Background: an optimization exercise with open tools, aiming at small area, a short achievable clock period and few clock cycles per item. Do not read the settings as production practice. Function was checked by simulation only, so behaviour that the tests miss may differ from the original. The clock port is modelled as an ideal driver, which makes a skipped or thinned clock tree look cheaper than it is; a real chip needs a root buffer or a tree. No activity file was given, so power comes from the tool's default toggle rates.

Design mem_write_buffer, start of the top module:
module mem_write_buffer #(
  parameter int DEPTH       = 4,
  parameter int ADDR_WIDTH  = 32,
  parameter int BLOCK_BITS  = 128,
  parameter int OFFSET_BITS = 4
) (
  input  logic                    clk,
  input  logic                    rst,
  input  logic                    mem_req,
  input  logic                    mem_rw,
  input  logic [ADDR_WIDTH-1:0]   mem_addr,
  input  logic [BLOCK_BITS-1:0]   mem_wdata,
  output logic                    mem_ready,
  output logic                    mem_resp,
  output logic [BLOCK_BITS-1:0]   mem_rdata,
  output logic                    mm_req,
  output logic                    mm_rw,
  output logic [ADDR_WIDTH-1:0]   mm_addr,
  output logic [BLOCK_BITS-1:0]   mm_wdata,
  input  logic                    mm_ready,
  input  logic                    mm_resp,
  input  logic [BLOCK_BITS-1:0]   mm_rdata,
  output logic [$clog2(DEPTH):0]  wb_count
);
  localparam int TW = ADDR_WIDTH - OFFSET_BITS;
  logic [TW-1:0]         tag;      
  logic [BLOCK_BITS-1:0] data;     
  logic                  pend;     
  logic                  rd1;      
  logic                  rd2;      
  logic                  rfl;      
  logic                  wfl;      
  logic                  dfree;    
  logic                  den;      
  logic                  wbc;
  logic accept, acc_rd, take, fill, cap_rd;
  logic pend_n, rd0_n, rd1_n, rd2_n, rfl_n, wfl_n, mm_rw_n;
  assign accept = mem_req && mem_ready;
  assign acc_rd = accept && !mem_rw;
  ...
Settings: LEC_CHECK=0, ABC_AREA=1, CAP_MARGIN=20, CORE_AREA=5 5 145 145, DIE_AREA=0 0 150 150, SETUP_SLACK_MARGIN=3.95, SLEW_MARGIN=20; clock period 6.0 ns.
standard.sh (not shown) runs the stock make flow with config.mk's settings and CLKGATE_MAP_FILE= SYNTH_SCRIPT=/design/flow/synth_recipe.tcl, a recipe that flattens the netlist after the stock synthesis.
==> flow/flow/run.sh <==
#!/bin/bash
# The standard layout, with:
# - the smallest buffer on every input and output port;
# - the pins one routing track apart, and the pins of each data bit
#   (mem_wdata, mm_rdata, mem_rdata, mm_wdata) and of each address bit
#   (mem_addr, mm_addr) placed next to each other;
# - port buffers kept at the smallest size by timing repair (flow/pre_cts.tcl,
#   released again by flow/final_pre.tcl before the final power connection);
# - a two-level clock tree (flow/clock_tree.tcl, run after the CTS step's own
#   tree and replacing it): the clock port drives four buffers, each driving
#   two buffers that each drive one group of nearby flip-flops.
set -euo pipefail
groups=""
for i in $(seq 0 127); do
  groups+=" -group_pins {mem_wdata[$i] mm_rdata[$i] mem_rdata[$i] mm_wdata[$i]}"
done
for i in $(seq 4 31); do
  groups+=" -group_pins {mem_addr[$i] mm_addr[$i]}"
done
bash standard.sh finish \
  "BUFFER_PORTS_ARGS=-buffer_cell sky130_fd_sc_hd__buf_1" \
  "PLACE_PINS_ARGS=-min_distance 1 -min_distance_in_tracks$groups" \
  "CTS_ARGS=-sink_clustering_enable -repair_clock_nets -apply_ndr none" \
  "PRE_CTS_TCL=$(pwd)/flow/pre_cts.tcl" \
  "POST_CTS_TCL=$(pwd)/flow/clock_tree.tcl" \
  "PRE_FINAL_REPORT_TCL=$(pwd)/flow/final_pre.tcl" \
  > flow_make.log 2>&1
==> flow/flow/clock_tree.tcl <==
# Clock tree of this design, built in place of the one clock_tree_synthesis
# made: the clock port drives four buf_12, each of which drives three
# buf_8, each of which drives the clock pins of one group of nearby
# flip-flops. Every flip-flop is two buffers from the clock port, so all clock
# pins see about the same delay.
set ct_block [ord::get_db_block]
set ct_db [ord::get_db]
set ct_port_net [[$ct_block findBTerm clk] getNet]
set ct_ntop 4
set ct_nleaf 12
set ct_top_master [$ct_db findMaster sky130_fd_sc_hd__buf_12]
set ct_leaf_master [$ct_db findMaster sky130_fd_sc_hd__buf_8]

# Walk the existing clock network from the port: flip-flop clock pins are the
# sinks; every other cell on it is a clock buffer or inverter to take out.
set ct_sinks {}
set ct_old_insts {}
set ct_old_nets {}
set ct_todo [list $ct_port_net]
while {[llength $ct_todo]} {
  set net [lindex $ct_todo 0]
  set ct_todo [lrange $ct_todo 1 end]
  foreach it [$net getITerms] {
    if {![$it isInputSignal] && [$it getIoType] ne "INPUT"} { continue }
    set inst [$it getInst]
    set mname [[$inst getMaster] getName]
    if {[[$it getMTerm] getName] eq "CLK"} {
      lappend ct_sinks $it
    } else {
      lappend ct_old_insts $inst
      foreach ot [$inst getITerms] {
        if {[$ot getIoType] eq "OUTPUT" && [$ot getNet] ne "NULL"} {
          lappend ct_old_nets [$ot getNet]
          lappend ct_todo [$ot getNet]
        }
      }
    }
  }
}
puts "clock_tree: [llength $ct_sinks] sinks, removing [llength $ct_old_insts] cells"

foreach it $ct_sinks { $it disconnect }
foreach inst $ct_old_insts { odb::dbInst_destroy $inst }
foreach net $ct_old_nets { odb::dbNet_destroy $net }

# Flip-flop positions (centre of each cell).
set ct_pts {}
foreach it $ct_sinks {
  set box [[$it getInst] getBBox]
  lappend ct_pts [list [expr {([$box xMin] + [$box xMax]) / 2.0}] [expr {([$box yMin] + [$box yMax]) / 2.0}]]
}
set die [$ct_block getDieArea]
set cx [expr {([$die xMin] + [$die xMax]) / 2.0}]
set cy [expr {([$die yMin] + [$die yMax]) / 2.0}]

# Split points (a list of {x y}) into n groups: contiguous arcs of equal size
# by angle around the die's centre, then a few k-means rounds. Returns the
# group of each point and the groups' centres.
proc ct_group {pts n cx cy} {
  set idx {}
  set i 0
  foreach p $pts {
    lappend idx [list $i [expr {atan2([lindex $p 1] - $cy, [lindex $p 0] - $cx)}]]
    incr i
  }
  set idx [lsort -real -index 1 $idx]
  set m [llength $pts]
  set assign [lrepeat $m 0]
  set r 0
  foreach e $idx {
    lset assign [lindex $e 0] [expr {$r * $n / $m}]
    incr r
  }
  for {set iter 0} {$iter <= 20} {incr iter} {
    set cents {}
    for {set k 0} {$k < $n} {incr k} {
      set sx 0.0; set sy 0.0; set c 0
      foreach p $pts a $assign {
        if {$a == $k} { set sx [expr {$sx + [lindex $p 0]}]; set sy [expr {$sy + [lindex $p 1]}]; incr c }
      }
      if {$c} { lappend cents [list [expr {$sx / $c}] [expr {$sy / $c}]] } else { lappend cents [list $cx $cy] }
    }
    if {$iter == 20} { break }
    set assign {}
    foreach p $pts {
      set best 0; set bd 1e30
      for {set k 0} {$k < $n} {incr k} {
        set c [lindex $cents $k]
        set d [expr {abs([lindex $p 0] - [lindex $c 0]) + abs([lindex $p 1] - [lindex $c 1])}]
        if {$d < $bd} { set bd $d; set best $k }
      }
      lappend assign $best
    }
  }
  return [list $assign $cents]
}

proc ct_buffer {block master name in_net out_net pos} {
  set inst [odb::dbInst_create $block $master $name]
  [$inst findITerm A] connect $in_net
  [$inst findITerm X] connect $out_net
  $inst setLocation [expr {int([lindex $pos 0])}] [expr {int([lindex $pos 1])}]
  $inst setPlacementStatus PLACED
  return $inst
}

# Leaf buffers, each driving one group of nearby flip-flops.
lassign [ct_group $ct_pts $ct_nleaf $cx $cy] leaf_of leaf_pos
set leaf_nets {}
for {set k 0} {$k < $ct_nleaf} {incr k} {
  set net [odb::dbNet_create $ct_block "clknet_leaf_$k"]
  $net setSigType CLOCK
  lappend leaf_nets $net
  set m 0
  foreach it $ct_sinks a $leaf_of {
    if {$a == $k} { $it connect $net; incr m }
  }
  puts "clock_tree: leaf $k: $m sinks"
}
# Top buffers, driven by the clock port, each driving a group of leaves.
lassign [ct_group $leaf_pos $ct_ntop $cx $cy] top_of top_pos
for {set t 0} {$t < $ct_ntop} {incr t} {
  set net [odb::dbNet_create $ct_block "clknet_top_$t"]
  $net setSigType CLOCK
  ct_buffer $ct_block $ct_top_master "clkbuf_top_$t" $ct_port_net $net [lindex $top_pos $t]
  for {set k 0} {$k < $ct_nleaf} {incr k} {
    if {[lindex $top_of $k] == $t} {
      ct_buffer $ct_block $ct_leaf_master "clkbuf_leaf_$k" $net [lindex $leaf_nets $k] [lindex $leaf_pos $k]
    }
  }
}
$ct_port_net setSigType CLOCK

# Legalize the new buffers, then repair timing on the new tree as the CTS step
# does on its own.
set_propagated_clock [all_clocks]
detailed_placement
estimate_parasitics -placement
repair_timing_helper
detailed_placement
check_placement -verbose
Other scripts of this flow, unchanged in this note and not shown: flow/flow/final_pre.tcl, flow/flow/pre_cts.tcl
Testbench counts at the start, summed over its fixed seeds: cycles 251,719, items 48,000.
Rerun with:
PLACE_DENSITY = 0.45   (was not set)
Sequential power stays flat.
Combinational power barely changes.
Via count falls by 1.3%.
Setup slack got worse by 26 ps.
Hold slack hardly moves.
Clock skew fell by 8.7 ps.
Synthesized area does not change.
Global-route usage went up by 2.1 points.
Rerun with:
PLACE_DENSITY = not set   (was 0.45)
SETUP_SLACK_MARGIN = 4.05   (was 3.95)
Result: Worst setup slack is better by 26 ps. Final area is about the same. Core utilization barely changes. Sequential share of layout area barely changes. Cell count is about the same. Combinational power stays flat. Clock skew came out higher by 9.0 ps. Register-to-register slack is about the same.
Rerun with:
--- a/flow/flow/clock_tree.tcl
+++ b/flow/flow/clock_tree.tcl
@@ -1,4 +1,4 @@
 # Clock tree of this design, built in place of the one clock_tree_synthesis
-# made: the clock port drives four buf_12, each of which drives three
+# made: the clock port drives four buf_16, each of which drives three
 # buf_8, each of which drives the clock pins of one group of nearby
 # flip-flops. Every flip-flop is two buffers from the clock port, so all clock
@@ -9,5 +9,5 @@
 set ct_ntop 4
 set ct_nleaf 12
-set ct_top_master [$ct_db findMaster sky130_fd_sc_hd__buf_12]
+set ct_top_master [$ct_db findMaster sky130_fd_sc_hd__buf_16]
 set ct_leaf_master [$ct_db findMaster sky130_fd_sc_hd__buf_8]
 
SETUP_SLACK_MARGIN = 3.95   (was 4.05)
=> The new run finished clean. Routed wire length is about the same. Sequential share of layout area barely changes. Design area barely changes. Worst setup slack gets worse by 3.5 ps. Global-route usage hardly moves.
No run of this note takes its clock network from TritonCTS; it comes from the design's own scripts or RTL.

static timing again, ports no longer ideal:
In the flow no input, the clock included, has a driving cell. The finished layouts below were timed again as built, in two steps. Step 1, drivers: a clkbuf_16 drives clk and a buf_2 each remaining input, both assumed. Step 2 moves the port delays by t, midway between the first and last clock arrival at a register: inputs arrive t later, outputs are due t later. That takes back most of the time a late clock gives input paths. Slacks: ideal / step 1 / step 2; pairs: ideal / step 1.
run	shift t [ns]	slack for setup (ns)	worst data-port slew with drivers (ns)
the first run	0.312	4.023 / 3.933 / 3.972	0.07
the second run	0.327	3.997 / 3.902 / 3.973	0.08
the third run	0.312	4.023 / 3.933 / 3.972	0.07
the fourth run	0.332	4.020 / 3.913 / 3.973	0.07
After both steps every run listed still meets setup and hold.
